Background: an optimization exercise with open tools, aiming at small area. Do not read the settings as production practice.
Where RTL was checked, it was by simulation tests only, not by an equivalence proof against the original.
Function not checked in runs 3 and 4: the RTL went through the layout flow alone.
No activity file was given, so power comes from the tool's default toggle rates.

===== flow/config.mk =====
export PLATFORM = sky130hd
export DESIGN_NAME = bus_checker
export DESIGN_NICKNAME = bus_checker
export VERILOG_FILES = /design/flow/design.v
export SDC_FILE = /design/flow/constraint.sdc
export NUM_CORES = 4
export LEC_CHECK = 0
export CAP_MARGIN = 20
export CORE_MARGIN = 2
export CORE_UTILIZATION = 40
export SLEW_MARGIN = 20
export SYNTH_HIERARCHICAL = 1

===== flow/constraint.sdc =====
create_clock -name core_clock -period 10.0 [get_ports {clk}]
set_input_delay 2.0000 -clock core_clock [delete_from_list [all_inputs] [get_ports {clk}]]
set_output_delay 2.0000 -clock core_clock [all_outputs]
set_load 0.01 [all_outputs]

===== flow/design.v =====
package bus_checker_pkg;
   localparam int ID_W = 8;
   typedef enum logic [1:0] {
      RES_PASS     = 2'd0,
      RES_NO_MATCH = 2'd1,
      RES_MISROUTE = 2'd2,
      RES_BAD_ID   = 2'd3
   } res_code_e;
endpackage
module bus_checker_sb #(
   parameter int DEPTH = 16,
   parameter int KW    = 10
) (
   input  logic [DEPTH-1:0][KW-1:0] key_i,
   input  logic [DEPTH-1:0]         valid_i,
   input  logic [KW-1:0]            srch_key_i,
   output logic [DEPTH-1:0]         first_o,     
   output logic                     any_o
);
   logic [DEPTH-1:0] match, match_pre;
   always_comb begin
      for (int i = 0; i < DEPTH; i++)
         match[i] = valid_i[i] && (key_i[i] == srch_key_i);
      match_pre[0] = match[0];
      first_o[0]   = match[0];
      for (int i = 1; i < DEPTH; i++) begin
         match_pre[i] = match_pre[i-1] | match[i];
         first_o[i]   = match[i] & !match_pre[i-1];
      end
   end
   assign any_o = match_pre[DEPTH-1];
endmodule
module bus_checker_rd #(
   parameter int DEPTH = 16,
   parameter int W     = 18
) (
   input  logic [DEPTH-1:0]        sel_i,
   input  logic [DEPTH-1:0][W-1:0] data_i,
   output logic [W-1:0]            data_o
);
   always_comb begin
      data_o = '0;
      for (int i = 0; i < DEPTH; i++)
         data_o = data_o | (data_i[i] & {W{sel_i[i]}});
   end
endmodule
module bus_checker
#(
   parameter int DRVRS   = 4,
   parameter int PCKG_SZ = 16,
   parameter int DEPTH   = 16,
   parameter int TS_W    = 16,
   localparam int SW = $clog2(DRVRS),
   localparam int IW = $clog2(DEPTH),
   localparam int CW = $clog2(DEPTH + 1)
) (
   input  logic               clk,
   input  logic               rst_n,
   input  logic               drv_valid,
   output logic               drv_ready,
   input  logic [SW-1:0]      drv_src,
   input  logic [PCKG_SZ-1:0] drv_data,
   input  logic               mon_valid,
   input  logic [SW-1:0]      mon_dst,
   input  logic [PCKG_SZ-1:0] mon_data,
   output logic               res_valid,
   output logic [1:0]         res_code,
   output logic [SW-1:0]      res_src,
   output logic [PCKG_SZ-1:0] res_data,
   output logic [TS_W-1:0]    res_latency,
   output logic [CW-1:0]      pending,
   output logic [15:0]        pass_cnt,
   output logic [15:0]        fail_cnt
);
   localparam int ID_W = bus_checker_pkg::ID_W;
   localparam int KW   = PCKG_SZ - ID_W + SW;
   logic [DEPTH-1:0][KW-1:0]   key_q;
   logic [DEPTH-1:0][SW-1:0]   src_q;
   logic [DEPTH-1:0][TS_W-1:0] ts_q;
   logic [DEPTH-1:0]           valid_q, kept, hole_pre;
   logic [DEPTH:0]             shift;
   logic [CW-1:0]              count_q;
   logic [IW-1:0]              rd_idx_q, rd_idx_d;
   logic [DEPTH-1:0] first, rd_sel;
   logic [DEPTH-1:0][SW+TS_W-1:0] rd_data;
   logic [SW-1:0]      rd_src;
   logic [TS_W-1:0]    rd_ts;
   logic               any, found, remove, rd_en;
   logic [TS_W-1:0]    now_q;
   logic               accept, bad_id, push, dst_ok;
   logic               res_valid_q;
   logic [1:0]         res_code_q, res_code_d;
   logic [PCKG_SZ-1:0] res_data_q;
   logic [15:0]        pass_q, fail_q, fail_d;
   logic               mon_fail;
   assign drv_ready = !count_q[CW-1];
   assign accept    = drv_valid && drv_ready;
   assign bad_id    = accept && (drv_data[PCKG_SZ-1 -: ID_W-SW] != '0);
   assign push      = accept && !bad_id;
   assign dst_ok    = mon_data[PCKG_SZ-ID_W +: SW] == mon_dst;
   bus_checker_sb #(
      .DEPTH (DEPTH),
      .KW    (KW)
   ) u_srch (
      .key_i      (key_q),
      .valid_i    (valid_q),
      .srch_key_i (mon_data[KW-1:0]),
      .first_o    (first),
      .any_o      (any)
   );
   assign found  = (mon_data[PCKG_SZ-1 -: ID_W-SW] == '0) && any;
   assign remove = mon_valid && found && dst_ok;
   always_comb begin
      hole_pre[0] = !valid_q[0];
      for (int i = 1; i < DEPTH; i++)
         hole_pre[i] = hole_pre[i-1] | !valid_q[i];
      shift = {hole_pre, 1'b0};
      for (int i = 0; i < DEPTH; i++)
         kept[i] = valid_q[i] && !(remove && first[i]);
      rd_idx_d = '0;
      for (int i = 0; i < DEPTH; i++)
         if (first[i]) rd_idx_d = shift[i] ? IW'(i - 1) : IW'(i);
   end
   always_ff @(posedge clk or negedge rst_n) begin
      if (!rst_n) begin
         valid_q <= '0;
         count_q <= '0;
      end else begin
         for (int i = 0; i < DEPTH - 1; i++)
            if (shift[i+1]) valid_q[i] <= kept[i+1];
            else            valid_q[i] <= kept[i];
         if (shift[DEPTH]) valid_q[DEPTH-1] <= push;
         else              valid_q[DEPTH-1] <= kept[DEPTH-1];
         count_q <= count_q + CW'(push) - CW'(remove);
      end
   end
   always_ff @(posedge clk) begin
      for (int i = 0; i < DEPTH - 1; i++)
         if (shift[i+1]) begin
            key_q[i] <= key_q[i+1];
            src_q[i] <= src_q[i+1];
            ts_q[i]  <= ts_q[i+1];
         end
      if (shift[DEPTH]) begin
         key_q[DEPTH-1] <= drv_data[KW-1:0];
         src_q[DEPTH-1] <= drv_src;
         ts_q[DEPTH-1]  <= ~now_q;
      end
      rd_idx_q <= rd_idx_d;
   end
   always_comb begin
      if (!mon_valid)  res_code_d = bus_checker_pkg::RES_BAD_ID;
      else if (remove) res_code_d = bus_checker_pkg::RES_PASS;
      else if (found)  res_code_d = bus_checker_pkg::RES_MISROUTE;
      else             res_code_d = bus_checker_pkg::RES_NO_MATCH;
   end
   assign mon_fail = mon_valid && !remove;
   logic [TS_W-1:0] now_d;
   logic [TS_W:0]   now_c;
   logic [15:0]     pass_d, fail_s;
   logic [16:0]     pass_c, fail_c;
   logic            pass_inc;
   assign now_c[0] = 1'b1;
   for (genvar i = 0; i < TS_W; i++) begin : g_now
      assign now_d[i]   = now_q[i] ^ now_c[i];
      assign now_c[i+1] = now_q[i] & now_c[i];
   end
   assign pass_inc  = remove && !(&pass_q);
   assign pass_c[0] = pass_inc;
   for (genvar i = 0; i < 16; i++) begin : g_pass
      assign pass_d[i]   = pass_q[i] ^ pass_c[i];
      assign pass_c[i+1] = pass_q[i] & pass_c[i];
   end
   assign fail_s[0]  = fail_q[0] ^ mon_fail ^ bad_id;
   assign fail_c[0]  = 1'b0;
   assign fail_c[1]  = (fail_q[0] & mon_fail) | (fail_q[0] & bad_id) | (mon_fail & bad_id);
   for (genvar i = 1; i < 16; i++) begin : g_fail
      assign fail_s[i]   = fail_q[i] ^ fail_c[i];
      assign fail_c[i+1] = fail_q[i] & fail_c[i];
   end
   assign fail_d = fail_c[16] ? 16'hFFFF : fail_s;
   always_ff @(posedge clk or negedge rst_n) begin
      if (!rst_n) begin
         now_q       <= '0;
         res_valid_q <= 1'b0;
         pass_q      <= '0;
         fail_q      <= '0;
      end else begin
         now_q       <= now_d;
         res_valid_q <= mon_valid || bad_id;
         pass_q      <= pass_d;
         fail_q      <= fail_d;
      end
   end
   always_ff @(posedge clk) begin
      res_code_q <= res_code_d;
      res_data_q <= mon_valid ? mon_data : drv_data;
   end
   always_comb
      for (int i = 0; i < DEPTH; i++)
         rd_data[i] = {src_q[i], ts_q[i]};
   assign rd_en = res_code_q == bus_checker_pkg::RES_PASS;
   always_comb
      for (int i = 0; i < DEPTH; i++)
         rd_sel[i] = rd_en && rd_idx_q == IW'(i);
   bus_checker_rd #(
      .DEPTH (DEPTH),
      .W     (SW + TS_W)
   ) u_rd (
      .sel_i  (rd_sel),
      .data_i (rd_data),
      .data_o ({rd_src, rd_ts})
   );
   logic [TS_W-1:0] lat_s;
   logic [TS_W:0]   lat_c;
   assign lat_c[0] = 1'b0;
   for (genvar i = 0; i < TS_W; i++) begin : g_lat
      assign lat_s[i]   = now_q[i] ^ rd_ts[i] ^ lat_c[i];
      assign lat_c[i+1] = (now_q[i] & rd_ts[i]) | (lat_c[i] & (now_q[i] ^ rd_ts[i]));
   end
   assign res_src     = rd_src;
   assign res_latency = rd_en ? lat_s : '0;
   assign pending     = count_q;
   assign res_valid   = res_valid_q;
   assign res_code    = res_code_q;
   assign res_data    = res_data_q;
   assign pass_cnt    = pass_q;
   assign fail_cnt    = fail_q;
endmodule

===== flow/flow/run.sh =====
#!/bin/bash
# Standard layout with three changes: plain buf_1 port buffers (the resizer still
# upsizes them where needed), no CTS dummy loads, and larger clkbuf_8 leaf clusters.
set -euo pipefail
bash standard.sh \
  "BUFFER_PORTS_ARGS=-buffer_cell sky130_fd_sc_hd__buf_1" \
  "CTS_ARGS=-sink_clustering_enable -repair_clock_nets -dont_use_dummy_load -buf_list sky130_fd_sc_hd__clkbuf_8 -sink_clustering_size 16 -sink_clustering_max_diameter 50" \
  finish > standard_flow.log 2>&1

===== flow/standard.sh =====
#!/bin/bash
# synth_recipe.tcl (not shown) runs the flow's synth.tcl, then flattens the netlist and writes it again
# the make line also repeats each setting of config.mk as NAME=value (left out here)
make -C /OpenROAD-flow-scripts/flow DESIGN_CONFIG=/design/flow/config.mk WORK_HOME=/design/flow/orfs CLKGATE_MAP_FILE= SYNTH_SCRIPT=/design/flow/synth_recipe.tcl "${@:-finish}"

==> summary.md, run 1 <==
| Metric | Value |
|---|---|
| Die Ht | roughly 240 um |
| Cts bufs inserted | 49 |
| GR Layer Usage met1 | 0.2456 |
| Crit Path Class | register to primary output |
| Fin crit period | 9859 ps |
| Worst stage delay on the critical path | 400 ps |
| Worst EP required | 8000 ps |
| Post-route insts no fill | 2,226 |
| Max Slew Vio Count | 0 |
| # rows | 86 |
| GRT met2 Usage | 0.2966 |
| Met3 Use GR | 0.04760 |
| H-tree Lvls | 2 |
| Filler cells | ~5,000 |
| P_leak | approximately 0.0084 uW |
| Hold path endpoint | ts_q[173]$_DFFE_PN_ |
| Xor/xnor share of the synthesized area | 0.06727 |
| Sw Ratio | 0.2220 |
| Power density over the cells | 160.5 mW/mm^2 |
| Synth Area in Simple Gates | 0.06670 |
| Routed via count | around 13,000 |
| Final WL | slightly above 50,000 um |
| Flop pwr share | 0.649 |
| Post-Syn Instances | 1,365 |
| Area Overhead vs Synth | 9.010% |
| Post-synth top flop | edfxtp_1 |
| Logic pwr share | 0.060 |
| Initial DRC count | 1,103 |
| Mux cell area share after synthesis | 0.01074 |
| Slew HR | 0.2743 |
| Worst Tran Pin Value | 1087 ps |
| Initial antenna violation count | 1 |
| Multi-input logic area | 0.005837 mm^2 |
| Top cell type's share of synthesized area | 0.6078 |
| Cell Area, Synth | 0.02213 mm^2 |
| Worst Hold Launch | ts_q[189]$_DFFE_PN_ |
| Most frequent cells in the layout | edfxtp_1, xnor2_1, buf_1, a22o_1, a221oi_1 |
| HPWL Detailed | 35,060 um |
| CP Launch Type | register |
| Post-synthesis compound-gate area fraction | 0.07167 |
| Synth cell types | 64 |
| Number of synthesized register bits | between 500 and 600 |
| Final setup viols | 0 |
| Worst EP arrival | 7860 ps |
| Clk network pwr share | 0.291 |
| Final nets | roughly 1,600 |
| Max Cap Violations | 0 |
| Crit end category | primary output |
| Max clock buf depth | 3 |
| Port bufs | 114 |
| Final hold vios | 0 |
| Post-Syn Area per Cell | ~16 um^2 |
| Top Usage Layer GRT | met2 |
| DRC errors left | 0 |
| Worst R2R Start | key_q[66]$_DFFE_PN_ |
| Die W | 239.2 um |
| Worst path slowest cell | or3_4 |
| Maximum clock frequency | 101.4 MHz |
| Final instance area | 0.02413 mm^2 |
| Die area | ~0.057 mm^2 |
| Clk Latency, worst-skew pair | 660 ps |
| Clock slew at reported path FFs | roughly 100 ps |
| RR Endpoint | fail_q[0]$_DFF_PN0_ |
| Crit path max fanout | 4 |
| Routability cong. | ~0.87 |
| Yosys warns | 9 |
| TritonCTS clock tree | built |
| Post-synthesis sequential area ratio | 0.7068 |
| Commonest non-fill, non-tap cell in the layout | edfxtp_1 |
| Via-to-Cell Ratio | 5.618 |
| Diode count | 0 |
| Number of synthesized flops with an enable pin | 448 |
| Total grt overflow | 0 |
| Tightest Hold Check Type | register to register |
| Adder-Cell Fraction of Synth Area | 0.04217 |
| Final Cycle Share | 0.9859 |
| Number of global-route vias before repair | 13,054 |
| Detail Route Antenna Nets | 0 |
| Post-Synthesis Net Count | 1,470 |
| Clk sinks | 540 |
| Share of cells above drive strength 1 | 0.1124 |
| First-pass GRT wire length | 78,140 um |
| Area occupied by registers | between 0.015 and 0.02 mm^2 |
| Clock Tree Root | clkbuf_8 |
| Status | no timing/DRC/antenna violations |
| Internal power | approximately 3000 uW |
| Setup slack, reg-to-reg | roughly 3600 ps |
| Largest area contributor in the netlist | edfxtp_1 |
| Placed insts | about 2,200 |
| Drt first pass iters | 5 |
| Largest family of logic cells by synthesized area | compound AO/OA/AOI/OAI gates |
| Initial core utilization | 0.4034 |
| Cells on Worst Hold Path | 0 |
| Top post-synthesis cells by area | edfxtp_1, dfrtp_1, xnor2_1, a22o_1, a221oi_1 |
| Routed wire length per instance | 23.28 um |
| Peak VDD IR | 0.1176 mV |
| Core area | 0.05488 mm^2 |
| Total global routing track utilization | 0.1830 |
| Synth async-reset ratio | 0.1296 |
| Sw power | 859.9 uW |
| I/O pin count | 115 |
| Worst R2R Path Depth | 29 |
| Cell repeated most along the worst path | fa_2 |
| Unrepaired setup endpoints after global routing | true |
| CTS Hold Bufs | 0 |
| DP Area | ~0.023 mm^2 |
| Largest net degree at the start of global routing | 71 |
| Setup Skew | between 60 and 70 ps |
-- state kept, by name, indices dropped and copies added, names as in the netlist, 4 cells and up --
signal / cells
fail_q: 16
key_q: 160
rd_idx_q: 4
res_data_q: 16
count_q: 5
now_q: 16
src_q: 32
ts_q: 256
pass_q: 16
valid_q: 16
-- how the worst max path moves through the flow --
stage,endpoint,depth (start not counted),from,slack [ps]
finish,res_latency[15],28,res_code_q[1]$_SDFF_PN1_,140
global route,res_latency[15],28,res_code_q[1]$_SDFF_PN1_,-150
CTS,res_latency[15],28,res_code_q[0]$_SDFF_PN1_,-150
detailed placement,res_latency[15],28,res_code_q[1]$_SDFF_PN1_,110
global placement,res_latency[15],28,res_code_q[1]$_SDFF_PN1_,90
floorplan,res_latency[15],29,res_code_q[1]$_SDFF_PN1_,530
-- power by group through the flow --
stage                     sequential (uW)  combinational [uW]  clock, uW
after floorplan                      2570                 151          0
after global placement               2560                 233          0
after detailed placement             2560                 237          0
after CTS                            2510                 238       1170
after global routing                 2520                 265       1240
final                                2510                 234       1130
-- worst max-delay path, delay by kind of cell (launching register included) --
kind                       cells  cell delay (ps)
adders and majority gates     15             5020
and+or+nand+nor                5             1040
buffers and inverters          4              330
DFF                            1              320
xor gates and xnor gates       2              320
AOI/OAI and AO/OA              2              190
-- routing by layer --
| layer | up-vias | part of all wire |
|---|---|---|
| li1 | 5515 | - |
| met1 | 6353 | 0.42 |
| met2 | 548 | 0.47 |
| met3 | 88 | 0.089 |
| met4 | 2 | 0.021 |
| met5 | - | 0.00023 |
-- area by class of cell --
| class | count | area share |
|---|---|---|
| flip-flops and latches | 540 | 0.6484 |
| multi-input cells | 706 | 0.2419 |
| well taps | 704 | 0.03651 |
| repair buffers | 170 | 0.03640 |
| clock buffers | 49 | 0.02795 |
| inverters | 57 | 0.008867 |
-- cell families after synthesis --
kind of cell / count (synthesis)
buffers and inverters: 119
adders and majority gates: 65
and+or+nand+nor: 259
DFF: 540
AOI/OAI and AO/OA: 191
muxes: 21
xor gates and xnor gates: 170
-- through the flow --
stage / setup slack (ps) / hold slack [ps] / util / total power, uW / setup TNS [ps]
global placement: 91.60 / 429.6 / 0.4257 / 2794 / 0
detailed placement: 108.9 / 436.3 / 0.4257 / 2800 / 0
CTS: -148.6 / 406.0 / 0.4389 / 3922 / -148.6
global route: -148.6 / 416.0 / 0.4397 / 4027 / -148.6
finish: 140.7 / 404.3 / 0.4397 / 3873 / 0
floorplan: 534.4 / 426.7 / - / 2718 / 0
-- Yosys cell counts (4+ instances only) --
cell      instances
xor2_1            4
buf_6            26
nand4_1          64
inv_1            56
or2_2             4
fa_1             16
nand2b_1         20
nand3_1          26
clkbuf_1         14
ha_1             49
nor3_1           24
nor4_1            5
nand2_1          27
o21ai_0           4
and2_1            6
nor2_1           44
mux2_2           18
nor2b_1           5
or3_1             7
buf_2             8
xnor2_1         166
a22o_1           72
a21oi_1          16
dfrtp_1          70
a31oi_1           6
buf_8            10
a221oi_1         71
dfxtp_1          22
edfxtp_1        448
-- timing repair --
action / CTS / global route
gates resized for setup: 15 / 8
pin swaps: 5 / 6
cloned: 0 / 0
buffers inserted: 1 / 0
endpoints found under the setup margin: 3 / 3
==> inputs of run 2 (changes only) <==
--- a/flow/config.mk
+++ b/flow/config.mk
@@ -9,4 +9,3 @@
 export CORE_MARGIN = 2
 export CORE_UTILIZATION = 40
 export SLEW_MARGIN = 20
-export SYNTH_HIERARCHICAL = 1
==> summary.md, run 2 <==
| Metric | Value |
|---|---|
| Status | no timing/DRC/antenna violations |
| HPWL Detailed | 34,860 um (-0.56%) |
| H-tree Lvls | 2 (unchanged) |
| Biggest regs | ts_q x256, key_q x160, src_q x32 |
| P_leak | 0.008362 uW (-0.41%) |
| Post-Syn Area per Cell | 16.19 um^2 (-0.14%) |
| Total grt overflow | 0 (unchanged) |
| I/O pin count | 115 (unchanged) |
| Most common cell in the netlist | edfxtp_1 |
| Worst path buffer plus inverter count | 3 (-1) |
| Setup slack, reg-to-reg | 4360 ps (+810 ps) |
| Yosys warns | 3 (-6) |
| Area Overhead vs Synth | 10.83% |
| Placed insts | 2,177 (+0.046%) |
| Routed wire length per instance | 24.27 um (+4.2%) |
| Slew HR | 0.3067 (+0.03238) |
| Post-synth top flop | edfxtp_1 |
| Largest net degree at the start of global routing | 71 (unchanged) |
| Post-synthesis sequential area ratio | 0.7178 (+0.01100) |
| Final Cycle Share | 0.9879 (+0.001980) |
| Number of global-route vias before repair | 13,333 (+2.1%) |
| Peak VDD IR | 0.1018 mV (-13%) |
| Routability cong. | 0.8545 (-1.5%) |
| Clock slew at reported path FFs | 100 ps (about the same) |
| Synth async-reset ratio | 0.1296 (unchanged) |
| Post-CTS setup buffer count | 0 (-1) |
| Top cell type's share of synthesized area | 0.6172 (+0.009455) |
| Largest area contributor in the netlist | edfxtp_1 |
| Max Cap Violations | 0 (unchanged) |
| Top post-synthesis cells by area | edfxtp_1, dfrtp_1, xnor2_1, a221oi_1, a22o_1 |
| Clock Tree Root | clkbuf_8 |
| Number of synthesized flops with an enable pin | 448 (unchanged) |
| Unrepaired setup endpoints after global routing | true |
| CP Launch Type | register |
| Power density over the cells | 169.7 mW/mm^2 (+5.7%) |
| Die Ht | 237.4 um (-0.76%) |
| DP Area | 0.02338 mm^2 (about the same) |
| Final setup viols | 0 (unchanged) |
| Worst R2R Path Depth | 26 (-10%) |
| Multi-input logic area | 0.005803 mm^2 (-0.58%) |
| Crit end category | primary output |
| Port bufs | 114 (unchanged) |
| Clk Latency, worst-skew pair | 670 ps (about the same) |
| Adder-Cell Fraction of Synth Area | 0.04282 (+0.0006560) |
| Drt first pass iters | 5 (unchanged) |
| Largest family of logic cells by synthesized area | compound AO/OA/AOI/OAI gates |
| DRC errors left | 0 (unchanged) |
| Worst stage delay on the critical path | 440 ps (+40 ps) |
| Worst path slowest cell | fa_2 |
| Max reg flops | 256 (unchanged) |
| Filler cells | 4,769 (-2.9%) |
| # rows | 85 (-1.2%) |
| Cts bufs inserted | 48 (-2.0%) |
| Worst Hold Launch | ts_q[176]$_DFFE_PN_ |
| Initial core utilization | 0.4050 (+0.001671) |
| Post-Syn Instances | 1,346 (-1.4%) |
| Crit path max fanout | 5 (+1) |
| Fin crit period | 9879 ps (+19.80 ps) |
| Routed via count | 12,659 (+1.2%) |
| RR Endpoint | fail_q[10]$_DFF_PN0_ |
| Metal-1 WL | 22,510 um (+2.7%) |
| Via-to-Cell Ratio | 5.687 (+1.2%) |
| Worst EP required | 8000 ps (about the same) |
| Final Util | 0.4489 (+0.009202) |
| Synth cell types | 57 (-11%) |
| DP Worst Slack | -216.5 ps (-325.4 ps) |
| Clk sinks | 540 (unchanged) |
| Max clock buf depth | 3 (unchanged) |
| Hold path endpoint | ts_q[160]$_DFFE_PN_ |
| Crit Path Class | register to primary output |
| Cell Area, Synth | 0.02180 mm^2 (-1.5%) |
| Tightest Hold Check Type | register to register |
| Final nets | 1,636 (+0.43%) |
| Sum Neg Setup Slack | 0 ps (unchanged) |
| Maximum clock frequency | 101.2 MHz (-0.20%) |
| Max Slew Vio Count | 0 (unchanged) |
| Cell repeated most along the worst path | fa_2 |
| Most frequent cells in the layout | edfxtp_1, xnor2_1, buf_1, buf_4 |
| WL met3 | 4503 um (-1.9%) |
| Detail Route Antenna Nets | 0 (unchanged) |
| Final hold vios | 0 (unchanged) |
| Synth Area in Simple Gates | 0.06653 (-0.0001679) |
| Highest Signal Layer | met4 |
| Final instance area | 0.02416 mm^2 (+0.11%) |
| Commonest non-fill, non-tap cell in the layout | edfxtp_1 |
| Post-Synthesis Net Count | 1,451 (-1.3%) |
| Initial DRC count | 1,190 (+7.9%) |
| Mux cell area share after synthesis | 0.009701 (-0.001038) |
| CP delay by family, top | adder cells |
| Number of synthesized register bits | 540 (unchanged) |
| Die area | 0.05637 mm^2 (-1.5%) |
| Share of cells above drive strength 1 | 0.1262 (+0.01387) |
| Final WL | 54,010 um (+4.2%) |
| Setup Skew | 78.35 ps (+10.23 ps) |
| Final WS setup | 120.9 ps (-19.80 ps) |
| Xor/xnor share of the synthesized area | 0.06831 (+0.001046) |
| Post-synthesis compound-gate area fraction | 0.07319 (+0.001517) |
| First-pass GRT wire length | 81,790 um (+4.7%) |
| Initial antenna violation count | 1 (unchanged) |
| Area occupied by registers | 0.01566 mm^2 (about the same) |
| Total global routing track utilization | 0.1946 (+0.01168) |
| Worst R2R Start | key_q[65]$_DFFE_PN_ |
| Met2 wire len | 25,510 um (+5.4%) |
| Post-synth top cells | edfxtp_1, xnor2_1, a221oi_1 |
| Post-route insts no fill | 2,226 (unchanged) |
| Largest Register | ts_q |
| Worst Tran Pin Value | 1040 ps (-47.32 ps) |
| Cells on Worst Hold Path | 0 (unchanged) |
| Core area | 0.05381 mm^2 (-1.9%) |
| TritonCTS clock tree | built |
| Worst EP arrival | 7880 ps (+20 ps) |
| Die W | 237.4 um (-0.76%) |
==> run 2: cell types whose count changed in the layout (fill, tap and decap cells not counted), moves of 7 or more <==
cell	before	now
a21oi_1	16	9
o21ai_0	4	12
nand4_1	64	56
and2_1	6	17
nand3_1	23	31
inv_1	56	40
nor2_1	40	33
buf_4	54	73
==> run 2: logic make-up after synthesis <==
kind of cell	count (synthesis)
flip-flops	540
AND/OR/NAND/NOR	259
buffers and inverters	97
multiplexers	19
AO/OA/AOI/OAI	196
XOR/XNOR	170
adder cells (fa/ha/maj)	65
==> run 2: through the flow <==
step | power [uW] | hold WS [ps]
final | 4100 | 429.1
after global routing | 4260 | 441.4
after CTS | 4139 | 429.3
after detailed placement | 3031 | 434.7
after global placement | 3022 | 428.7
after floorplan | 2891 | 426.4
==> run 2: worst max path at each step <==
| stage | cells past startpoint | endpoint | slack (ps) | startpoint |
|---|---|---|---|---|
| finish | 27 | res_latency[15] | 120 | res_code_q[0]$_SDFF_PN1_ |
| global route | 26 | res_latency[15] | -180 | rd_idx_q[3]$_SDFF_PP1_ |
| CTS | 27 | res_latency[15] | 20 | res_code_q[1]$_SDFF_PN1_ |
| detailed placement | 27 | res_latency[15] | -220 | res_code_q[0]$_SDFF_PN1_ |
| global placement | 27 | res_latency[15] | -130 | res_code_q[1]$_SDFF_PN1_ |
| floorplan | 28 | res_latency[15] | 30 | rd_idx_q[2]$_SDFF_PP1_ |
==> run 2: repair_timing <==
| item | 4_1_cts | 5_1_grt |
|---|---|---|
| hold buffers | 0 | 0 |
| endpoints found under the setup margin | 4 | 2 |
| pin swaps | 10 | 18 |
| gates resized for setup | 21 | 19 |
==> run 2: layout make-up <==
class                           count  area share
Sequential cell                   540      0.6481
Multi-Input combinational cell    709      0.2402
Clock buffer                       48     0.02735
Antenna cell                        1   0.0001036
Tap cell                          696     0.03605
Timing Repair Buffer              188     0.04138
Inverter                           44    0.006837
==> run 2: worst reg2reg max path, delay by kind of cell, from the launching register on <==
kind                     cells  cell delay (ps)
adder cells (fa/ha/maj)     15             2710
AND/OR/NAND/NOR              9             2160
buffers and inverters        1               40
flip-flops                   1              410
XOR/XNOR                     1              200
==> run 2: routing by layer <==
layer | vias to the layer above | track usage
met5 | - | 0
met4 | 0 | 0.07376
met3 | 101 | 0.03461
met2 | 642 | 0.3175
met1 | 6411 | 0.2612
li1 | 5505 | -
==> run 2: power by group <==
| group | switching [uW] | internal [uW] |
|---|---|---|
| combinational | 209 | 125 |
| sequential | 73.8 | 2570 |
| clock | 693 | 428 |
| total | 976 | 3120 |
==> inputs of run 3 (changes only) <==
--- a/flow/design.v
+++ b/flow/design.v
@@ -181,18 +181,17 @@
    assign fail_d = fail_c[16] ? 16'hFFFF : fail_s;
    always_ff @(posedge clk or negedge rst_n) begin
       if (!rst_n) begin
-         now_q       <= '0;
          res_valid_q <= 1'b0;
          pass_q      <= '0;
          fail_q      <= '0;
       end else begin
-         now_q       <= now_d;
          res_valid_q <= mon_valid || bad_id;
          pass_q      <= pass_d;
          fail_q      <= fail_d;
       end
    end
    always_ff @(posedge clk) begin
+      now_q      <= now_d;
       res_code_q <= res_code_d;
       res_data_q <= mon_valid ? mon_data : drv_data;
    end
@@ -211,15 +210,16 @@
       .data_i (rd_data),
       .data_o ({rd_src, rd_ts})
    );
-   logic [TS_W-1:0] lat_s;
+   logic [TS_W-1:0] lat_a, lat_s;
+   assign lat_a = now_q & {TS_W{rd_en}};
    logic [TS_W:0]   lat_c;
    assign lat_c[0] = 1'b0;
    for (genvar i = 0; i < TS_W; i++) begin : g_lat
-      assign lat_s[i]   = now_q[i] ^ rd_ts[i] ^ lat_c[i];
-      assign lat_c[i+1] = (now_q[i] & rd_ts[i]) | (lat_c[i] & (now_q[i] ^ rd_ts[i]));
+      assign lat_s[i]   = lat_a[i] ^ rd_ts[i] ^ lat_c[i];
+      assign lat_c[i+1] = (lat_a[i] & rd_ts[i]) | (lat_c[i] & (lat_a[i] ^ rd_ts[i]));
    end
    assign res_src     = rd_src;
-   assign res_latency = rd_en ? lat_s : '0;
+   assign res_latency = lat_s;
    assign pending     = count_q;
    assign res_valid   = res_valid_q;
    assign res_code    = res_code_q;
--- a/flow/config.mk
+++ b/flow/config.mk
@@ -9,3 +9,4 @@
 export CORE_MARGIN = 2
 export CORE_UTILIZATION = 40
 export SLEW_MARGIN = 20
+export SYNTH_HIERARCHICAL = 1
==> summary.md, run 3 <==
| Metric | Value |
|---|---|
| Share of cells above drive strength 1 | 0.1295 (+0.003294) |
| Initial DRC count | 1,187 (-0.25%) |
| Final hold vios | 0 (unchanged) |
| Top post-synthesis cells by area | edfxtp_1, xnor2_1, dfrtp_1, dfxtp_1, a22o_1 |
| Clock slew at reported path FFs | 100 ps (about the same) |
| P_leak | 0.008647 uW (+3.4%) |
| Area Overhead vs Synth | 9.634% |
| HPWL Detailed | 35,270 um (+1.2%) |
| Worst Tran Pin Value | 1071 ps (+31.24 ps) |
| Setup Skew | 92.33 ps (+13.98 ps) |
| I/O pin count | 115 (unchanged) |
| Number of global-route vias before repair | 13,105 (-1.7%) |
| CTS Hold Bufs | 0 (unchanged) |
| Total global routing track utilization | 0.1911 (-0.003493) |
| Worst path slowest cell | fa_2 |
| Max Cap Violations | 0 (unchanged) |
| Yosys warns | 9 (+6) |
| CP delay by family, top | adder cells |
| Initial core utilization | 0.4067 (+0.001635) |
| Detail Route Antenna Nets | 0 (unchanged) |
| Initial antenna violation count | 3 (+2) |
| Slew HR | 0.2674 (-0.03929) |
| Met3 Use GR | 0.03568 (+0.001074) |
| Peak VDD IR | 0.1056 mV (+3.8%) |
| Routed wire length per instance | 24.26 um (about the same) |
| Routed via count | 12,590 (-0.55%) |
| First-pass GRT wire length | 80,950 um (-1.0%) |
| Port bufs | 114 (unchanged) |
| Tightest Hold Check Type | register to register |
| Die area | 0.05693 mm^2 (+0.98%) |
| Drt first pass iters | 5 (unchanged) |
| GRT met2 Usage | 0.3104 (-0.007085) |
| Post-synth top cells | edfxtp_1, xnor2_1, a22o_1 |
| Die Ht | 238.6 um (+0.49%) |
| Die W | 238.6 um (+0.49%) |
| Commonest non-fill, non-tap cell in the layout | edfxtp_1 |
| Worst path buffer plus inverter count | 4 (+1) |
| Top Usage Layer GRT | met2 |
| Post-Synthesis Net Count | 1,452 (+0.069%) |
| Post-Syn Area per Cell | 16.34 um^2 (+0.92%) |
| Placed insts | 2,164 (-0.60%) |
| Routability cong. | 0.8558 (+0.15%) |
| Final setup viols | 0 (unchanged) |
| Post-route insts no fill | 2,219 (-0.31%) |
| Post-synthesis sequential area ratio | 0.7071 (-0.01074) |
| Most common cell in the netlist | edfxtp_1 |
| Post-synth top flop | edfxtp_1 |
| Top cell type's share of synthesized area | 0.6111 (-0.006104) |
| Fin crit period | 9913 ps (+34.04 ps) |
| Cell repeated most along the worst path | fa_2 |
| Post-Syn Instances | 1,347 (+0.074%) |
| Core area | 0.05413 mm^2 (+0.59%) |
| Maximum clock frequency | 100.9 MHz (-0.34%) |
| Synth cell types | 64 (+12%) |
| Final nets | 1,628 (-0.49%) |
| Crit path max fanout | 4 (-1) |
| Largest area contributor in the netlist | edfxtp_1 |
| Crit Path Class | register to primary output |
| Status | no timing/DRC/antenna violations |
| Max Slew Vio Count | 0 (unchanged) |
| Cts bufs inserted | 48 (unchanged) |
| # rows | 85 (unchanged) |
| Max reg flops | 256 (unchanged) |
| Final instance area | 0.02413 mm^2 (about the same) |
| Clk sinks | 540 (unchanged) |
| GR Layer Usage met1 | 0.2574 (-0.003786) |
| Largest net degree at the start of global routing | 55 (-23%) |
| Number of synthesized register bits | 540 (unchanged) |
| Biggest regs | ts_q x256, key_q x160, src_q x32 |
| Synth async-reset ratio | 0.1000 (-0.02963) |
| Worst stage delay on the critical path | 430 ps (about the same) |
| Clock Tree Root | clkbuf_8 |
| DP Area | 0.02331 mm^2 (-0.27%) |
| H-tree Lvls | 2 (unchanged) |
| Via-to-Cell Ratio | 5.674 (-0.23%) |
| CP Launch Type | register |
| Worst EP required | 8000 ps (about the same) |
| Total grt overflow | 0 (unchanged) |
| TritonCTS clock tree | built |
| DRC errors left | 0 (unchanged) |
| Number of synthesized flops with an enable pin | 448 (unchanged) |
| Max clock buf depth | 3 (unchanged) |
| Largest Register | ts_q |
| Unrepaired setup endpoints after global routing | true |
| Final WL | 53,820 um (-0.35%) |
| Worst EP arrival | 7910 ps (+30 ps) |
| Final Cycle Share | 0.9913 (+0.003404) |
| Crit end category | primary output |
| Clk Latency, worst-skew pair | 680 ps (about the same) |
| Power density over the cells | 162.3 mW/mm^2 (-4.4%) |
| Most frequent cells in the layout | edfxtp_1, xnor2_1, buf_1, a22o_1, buf_4 |
| Cell Area, Synth | 0.02201 mm^2 (+1.0%) |
-- run 3: cell types whose count changed in the layout (fill, tap and decap cells not counted), moves of 9 or more --
| cell | before | now |
|---|---|---|
| dfxtp_1 | 18 | 35 |
| o21ai_0 | 12 | 3 |
| nand3_1 | 31 | 21 |
| dfrtp_1 | 70 | 54 |
| and2_1 | 17 | 2 |
| nor3_1 | 22 | 34 |
-- run 3: repair_timing --
item / 4_1_cts / 5_1_grt
hold endpoints to repair: 0 / 0
buffers inserted: 1 / 2
setup endpoints to repair: 3 / 2
pin swaps: 9 / 4
cloned: 0 / 0
gates resized for setup: 19 / 10
-- run 3: stage by stage --
step	utilization	setup TNS (ps)	power (uW)	hold slack (ps)	setup WS, ps
global placement	0.4307	-38.04	2842	429.3	-38.04
global route	0.4458	-248.3	4066	429.6	-226.7
finish	0.4458	0	3916	411.7	86.91
floorplan	-	0	2761	389.4	267.4
detailed placement	0.4307	-130.1	2852	433.9	-130.1
CTS	0.4440	-50.45	3962	406.5	-50.45
-- run 3: cell type report --
cell class / instances / area (um^2)
repair buffers: 189 / 1033
clock buffers: 48 / 660.6
diodes: 2 / 5.005
well taps: 696 / 870.8
inverters: 48 / 180.2
flip-flops and latches: 540 / 15570
fillers: 4781 / 30000
multi-input cells: 696 / 5816
-- run 3: kinds of logic after synthesis --
group           share of synthesized area
compound gates                    0.07525
xor+xnor                          0.06764
fa+ha+maj                         0.04240
buf+inv                           0.03433
flops                              0.7071
mux                              0.008639
simple gates                      0.06468
-- run 3: final timing paths --
check / end / from / slack, ps / depth (start not counted)
worst max-delay path: res_latency[15] / res_code_q[1]$_SDFF_PN1_ / 90 / 27
worst min-delay path: ts_q[94]$_DFFE_PN_ / ts_q[110]$_DFFE_PN_ / 410 / 0
worst max register to register: fail_q[5]$_DFF_PN0_ / key_q[97]$_DFFE_PN_ / 3390 / 28
worst min register to register: ts_q[94]$_DFFE_PN_ / ts_q[110]$_DFFE_PN_ / 410 / 0
max in group asynchronous: valid_q[2]$_DFF_PN0_ / rst_n / 7960 / 2
min in group asynchronous: valid_q[10]$_DFF_PN0_ / rst_n / 1490 / 2
-- run 3: where the power goes --
group	switching [uW]	total, uW	leakage [uW]	internal, uW
clock network	689	1120	0.000345	428
logic	140	243	0.00279	103
registers	50.3	2560	0.00551	2510
-- run 3: metal layers --
layer	share of wire	vias to the layer above	routed length [um]
li1	-	5524	-
met4	0.030	2	1608
met5	0.00035	-	19
met2	0.48	559	25710
met1	0.42	6400	22380
met3	0.076	105	4108
==> inputs of run 4 (changes only) <==
--- a/flow/design.v
+++ b/flow/design.v
@@ -80,8 +80,8 @@
    logic [DEPTH-1:0]           valid_q, kept, hole_pre;
    logic [DEPTH:0]             shift;
    logic [CW-1:0]              count_q;
-   logic [IW-1:0]              rd_idx_q, rd_idx_d;
-   logic [DEPTH-1:0] first, rd_sel;
+   logic [DEPTH-1:0]           rd_sel_q, rd_sel_d;
+   logic [DEPTH-1:0] first;
    logic [DEPTH-1:0][SW+TS_W-1:0] rd_data;
    logic [SW-1:0]      rd_src;
    logic [TS_W-1:0]    rd_ts;
@@ -117,9 +117,8 @@
       shift = {hole_pre, 1'b0};
       for (int i = 0; i < DEPTH; i++)
          kept[i] = valid_q[i] && !(remove && first[i]);
-      rd_idx_d = '0;
-      for (int i = 0; i < DEPTH; i++)
-         if (first[i]) rd_idx_d = shift[i] ? IW'(i - 1) : IW'(i);
+      for (int i = 0; i < DEPTH; i++)
+         rd_sel_d[i] = remove && (shift[i+1] ? first[(i + 1) % DEPTH] && i < DEPTH - 1 : first[i]);
    end
    always_ff @(posedge clk or negedge rst_n) begin
       if (!rst_n) begin
@@ -146,7 +145,7 @@
          src_q[DEPTH-1] <= drv_src;
          ts_q[DEPTH-1]  <= ~now_q;
       end
-      rd_idx_q <= rd_idx_d;
+      rd_sel_q <= rd_sel_d;
    end
    always_comb begin
       if (!mon_valid)  res_code_d = bus_checker_pkg::RES_BAD_ID;
@@ -181,17 +180,18 @@
    assign fail_d = fail_c[16] ? 16'hFFFF : fail_s;
    always_ff @(posedge clk or negedge rst_n) begin
       if (!rst_n) begin
+         now_q       <= '0;
          res_valid_q <= 1'b0;
          pass_q      <= '0;
          fail_q      <= '0;
       end else begin
+         now_q       <= now_d;
          res_valid_q <= mon_valid || bad_id;
          pass_q      <= pass_d;
          fail_q      <= fail_d;
       end
    end
    always_ff @(posedge clk) begin
-      now_q      <= now_d;
       res_code_q <= res_code_d;
       res_data_q <= mon_valid ? mon_data : drv_data;
    end
@@ -199,27 +199,23 @@
       for (int i = 0; i < DEPTH; i++)
          rd_data[i] = {src_q[i], ts_q[i]};
    assign rd_en = res_code_q == bus_checker_pkg::RES_PASS;
-   always_comb
-      for (int i = 0; i < DEPTH; i++)
-         rd_sel[i] = rd_en && rd_idx_q == IW'(i);
    bus_checker_rd #(
       .DEPTH (DEPTH),
       .W     (SW + TS_W)
    ) u_rd (
-      .sel_i  (rd_sel),
+      .sel_i  (rd_sel_q),
       .data_i (rd_data),
       .data_o ({rd_src, rd_ts})
    );
-   logic [TS_W-1:0] lat_a, lat_s;
-   assign lat_a = now_q & {TS_W{rd_en}};
+   logic [TS_W-1:0] lat_s;
    logic [TS_W:0]   lat_c;
    assign lat_c[0] = 1'b0;
    for (genvar i = 0; i < TS_W; i++) begin : g_lat
-      assign lat_s[i]   = lat_a[i] ^ rd_ts[i] ^ lat_c[i];
-      assign lat_c[i+1] = (lat_a[i] & rd_ts[i]) | (lat_c[i] & (lat_a[i] ^ rd_ts[i]));
+      assign lat_s[i]   = now_q[i] ^ rd_ts[i] ^ lat_c[i];
+      assign lat_c[i+1] = (now_q[i] & rd_ts[i]) | (lat_c[i] & (now_q[i] ^ rd_ts[i]));
    end
    assign res_src     = rd_src;
-   assign res_latency = lat_s;
+   assign res_latency = rd_en ? lat_s : '0;
    assign pending     = count_q;
    assign res_valid   = res_valid_q;
    assign res_code    = res_code_q;
--- a/flow/config.mk
+++ b/flow/config.mk
@@ -9,4 +9,3 @@
 export CORE_MARGIN = 2
 export CORE_UTILIZATION = 40
 export SLEW_MARGIN = 20
-export SYNTH_HIERARCHICAL = 1
==> summary.md, run 4 <==
| Metric | Value |
|---|---|
| Largest area contributor in the netlist | edfxtp_1 |
| Stages on the worst setup path | 24 (-11%) |
| Slew HR | 0.3472 (+0.07982) |
| Worst R2R Start | key_q[106]$_DFFE_PP_ |
| GR Layer Usage met1 | 0.2520 (-0.005459) |
| Maximum clock frequency | 103.5 MHz (+2.6%) |
| Crit path max fanout | 2 (-2) |
| HPWL Detailed | 35,940 um (+1.9%) |
| Final Util | 0.4416 (-0.004271) |
| Routability cong. | 0.8331 (-2.7%) |
| CP Launch Type | register |
| Final Power | 3924 uW (+0.19%) |
| Routed wire length per instance | 24.60 um (+1.4%) |
| Final hold vios | 0 (unchanged) |
| Met3 Use GR | 0.04596 (+0.01028) |
| Worst stage delay on the critical path | 410 ps (-20 ps) |
| Total global routing track utilization | 0.1906 (-0.0005075) |
| Worst EP required | 8000 ps (about the same) |
| Cell Area, Synth | 0.02207 mm^2 (+0.25%) |
| Critical path, cell by cell | a22o_1 -> a221oi_2 -> nand4_1 -> ha_2 -> fa_2 -> fa_2 -> fa_2 -> fa_2 -> fa_2 -> fa_2 -> fa_2 -> fa_2 -> fa_2 -> fa_2 -> fa_2 -> fa_2 -> inv_2 -> fa_2 -> inv_1 -> fa_1 -> xor2_1 -> xnor2_1 -> nor3_1 -> buf_2 |
| Clock Tree Root | clkbuf_8 |
| Max Cap Violations | 0 (unchanged) |
| Fin crit period | 9659 ps (-254.0 ps) |
| Most frequent cells in the layout | edfxtp_1, xnor2_1, buf_1, dfrtp_1, a22o_1 |
| Setup slack, reg-to-reg | 4180 ps (+790 ps) |
| Initial antenna violation count | 1 (-2) |
| Worst Hold Launch | ts_q[28]$_DFFE_PP_ |
| Top Usage Layer GRT | met2 |
| Worst R2R Path Depth | 25 (-11%) |
| Port bufs | 114 (unchanged) |
| Clk sinks | 552 (+2.2%) |
| Routed via count | 12,411 (-1.4%) |
| Number of global-route vias before repair | 12,776 (-2.5%) |
| Peak VDD IR | 0.1008 mV (-4.6%) |
| Max Slew Vio Count | 0 (unchanged) |
| Max reg flops | 256 (unchanged) |
| Die W | 238.9 um (+0.12%) |
| Mux cell area share after synthesis | 0.009298 (+0.0006588) |
| # rows | 86 (+1.2%) |
| Status | no timing/DRC/antenna violations |
| Post-synthesis sequential area ratio | 0.7198 (+0.01275) |
| Clock slew at reported path FFs | 100 ps (about the same) |
| DRC errors left | 0 (unchanged) |
| Max clock buf depth | 3 (unchanged) |
| Number of synthesized flops with an enable pin | 448 (unchanged) |
| P_leak | 0.008228 uW (-4.8%) |
| H-tree Lvls | 2 (unchanged) |
| CP delay by family, top | adder cells |
| Final nets | 1,601 (-1.7%) |
| Post-synth top flop | edfxtp_1 |
| Synth async-reset ratio | 0.1268 (+0.02681) |
| Synth cell types | 60 (-6.3%) |
| Die Ht | 238.9 um (+0.12%) |
| Most common cell in the netlist | edfxtp_1 |
| Synth Area in Simple Gates | 0.06951 (+0.004828) |
| Tightest Hold Check Type | register to register |
| Post-synth top cells | edfxtp_1, xnor2_1, dfrtp_1 |
| Final setup viols | 0 (unchanged) |
| Top cell type's share of synthesized area | 0.6096 (-0.001525) |
| Largest net degree at the start of global routing | 71 (+29%) |
| Area Overhead vs Synth | 9.587% (about the same) |
| Clk Latency, worst-skew pair | 650 ps (-30 ps) |
| Cell repeated most along the worst path | fa_2 |
| Worst path slowest cell | edfxtp_1 |
| Post-Syn Instances | 1,335 (-0.89%) |
| I/O pin count | 115 (unchanged) |
| Total grt overflow | 0 (unchanged) |
| Cts bufs inserted | 48 (unchanged) |
| Top post-synthesis cells by area | edfxtp_1, dfrtp_1, xnor2_1, dfxtp_1, ha_1 |
| Post-Syn Area per Cell | 16.53 um^2 (+1.2%) |
| Power density over the cells | 162.2 mW/mm^2 (about the same) |
| First-pass GRT wire length | 80,070 um (-1.1%) |
| Xor/xnor share of the synthesized area | 0.06747 (-0.0001687) |
| Crit end category | primary output |
| Setup Skew | 55.50 ps (-36.83 ps) |
| Number of synthesized register bits | 552 (+2.2%) |
| Largest family of logic cells by synthesized area | simple AND/OR/NAND/NOR gates |
| Initial core utilization | 0.4029 (-0.003723) |
| Cells on Worst Hold Path | 0 (unchanged) |
| CP Launch Point | ts_q[112]$_DFFE_PP_ |
| Final WL | 54,080 um (+0.48%) |
| Post-synthesis compound-gate area fraction | 0.06889 (-0.006368) |
| Worst EP arrival | 7660 ps (-250 ps) |
| Final Cycle Share | 0.9659 (-0.02540) |
| Worst Tran Pin Value | 975.6 ps (-95.64 ps) |
| Commonest non-fill, non-tap cell in the layout | edfxtp_1 |
| Worst path buffer plus inverter count | 3 (-1) |
| Post-Synthesis Net Count | 1,440 (-0.83%) |
| Share of cells above drive strength 1 | 0.1124 (-0.01707) |
| Adder-Cell Fraction of Synth Area | 0.04230 (-0.0001058) |
| Yosys warns | 3 (-6) |
| GRT met2 Usage | 0.3106 (about the same) |
| Die area | 0.05707 mm^2 (+0.24%) |
| Via-to-Cell Ratio | 5.646 (-0.48%) |
| Biggest regs | ts_q x256, key_q x160, src_q x32 |
| Initial DRC count | 1,091 (-8.1%) |
| Placed insts | 2,148 (-0.74%) |
| Drt first pass iters | 5 (unchanged) |
| Sum Neg Setup Slack | 0 ps (unchanged) |
| Diode count | 0 (-2) |
| Core area | 0.05477 mm^2 (+1.2%) |
| Post-route insts no fill | 2,198 (-0.95%) |
| Crit Path Class | register to primary output |
| Largest Register | ts_q |
| Detail Route Antenna Nets | 0 (unchanged) |
| TritonCTS clock tree | built |
==> run 4: kinds of logic (layout without fill, tap and decap cells) <==
family	count (synthesis)	after routing
compound gates	184	184
xor+xnor	170	170
fa+ha+maj	65	65
buf+inv	98	257
flops	552	552
mux	18	18
simple gates	248	248
==> run 4: layout make-up <==
type | instances | area [um^2]
Fill cell | 4823 | 30590
Sequential cell | 552 | 15890
Multi-Input combinational cell | 685 | 5747
Tap cell | 704 | 880.8
Timing Repair Buffer | 167 | 850.8
Clock buffer | 48 | 660.6
Inverter | 42 | 160.2
==> run 4: timing repair <==
item	4_1_cts	5_1_grt
resized for setup	13	7
pin swaps	1	16
hold buffers	0	0
setup endpoints to repair	3	1
setup buffers	1	0
cloned	0	0
==> run 4: report_power, final <==
part	switching, uW	leakage, uW	total, uW	internal (uW)
Combinational	139	0.00261	241	102
Clock	700	0.000345	1130	429
Sequential	35.8	0.00527	2550	2520
==> run 4: layer usage <==
metal,wire length (um),part of all wire,up-vias
met5,0,0,-
met4,1581,0.029,0
met3,4892,0.090,108
met2,25380,0.47,616
met1,22230,0.41,6251
li1,-,-,5436
==> run 4: final timing paths <==
path                                   endpoint
setup reg to reg            fail_q[6]$_DFF_PN0_
max in group asynchronous  valid_q[1]$_DFF_PN0_
hold / removal               ts_q[12]$_DFFE_PN_
min in group asynchronous   pass_q[7]$_DFF_PN0_
setup / recovery                res_latency[15]
hold reg to reg              ts_q[12]$_DFFE_PN_
==> run 4: through the flow <==
step	cell area [um^2]	hold slack [ps]	setup WS (ps)
global route	24180	453.1	-4.974
finish	24180	445.2	340.9
CTS	24130	441.9	35.37
floorplan	22070	426.7	406.3
detailed placement	23430	434.3	27.72
global placement	23430	429.0	90.06
==> run 4: worst reg2reg max path, cell delays in order, from the launching register on <==
cell	delay, ps
edfxtp_1	420
xnor2_1	230
nand3_1	100
nor3_1	660
nor4_1	150
nor4b_4	210
a31oi_1	170
buf_4	220
nor2_1	70
fa_1	370
ha_1	200
ha_1	180
ha_1	190
ha_1	190
ha_1	180
ha_1	180
ha_1	180
ha_1	180
ha_1	180
ha_1	180
ha_1	180
ha_1	180
ha_1	180
ha_1	180
nand2_1	400
nand2b_1	120

## separate check: timing with driven ports
The flow's constraints put no driver on any port. The routed layouts listed below were extracted and timed again, unchanged, in two steps.
Step 1: set_driving_cell puts a clkbuf_16 on clk and a buf_2 on each other input, an assumption about the parent block.
Step 2 also shifts input and output timing later by t, the mid clock arrival at the registers, as if the neighbouring blocks saw the same clock.
Slacks: ideal ports / drivers / drivers and shift; pairs: ideal ports / drivers.
run | t (ns) | setup WS [ns] | clock arrival spread, ns | worst data-port slew with drivers (ns)
run 1 | 0.671 | 0.141 / 0.092 / 0.763 | 0.068 / 0.068 | 0.04
run 2 | 0.682 | 0.121 / 0.068 / 0.751 | 0.081 / 0.081 | 0.05
run 3 | 0.680 | 0.087 / 0.037 / 0.718 | 0.093 / 0.093 | 0.04
run 4 | 0.676 | 0.341 / 0.285 / 0.962 | 0.056 / 0.056 | 0.04
After both steps setup and hold are still met in every run listed.
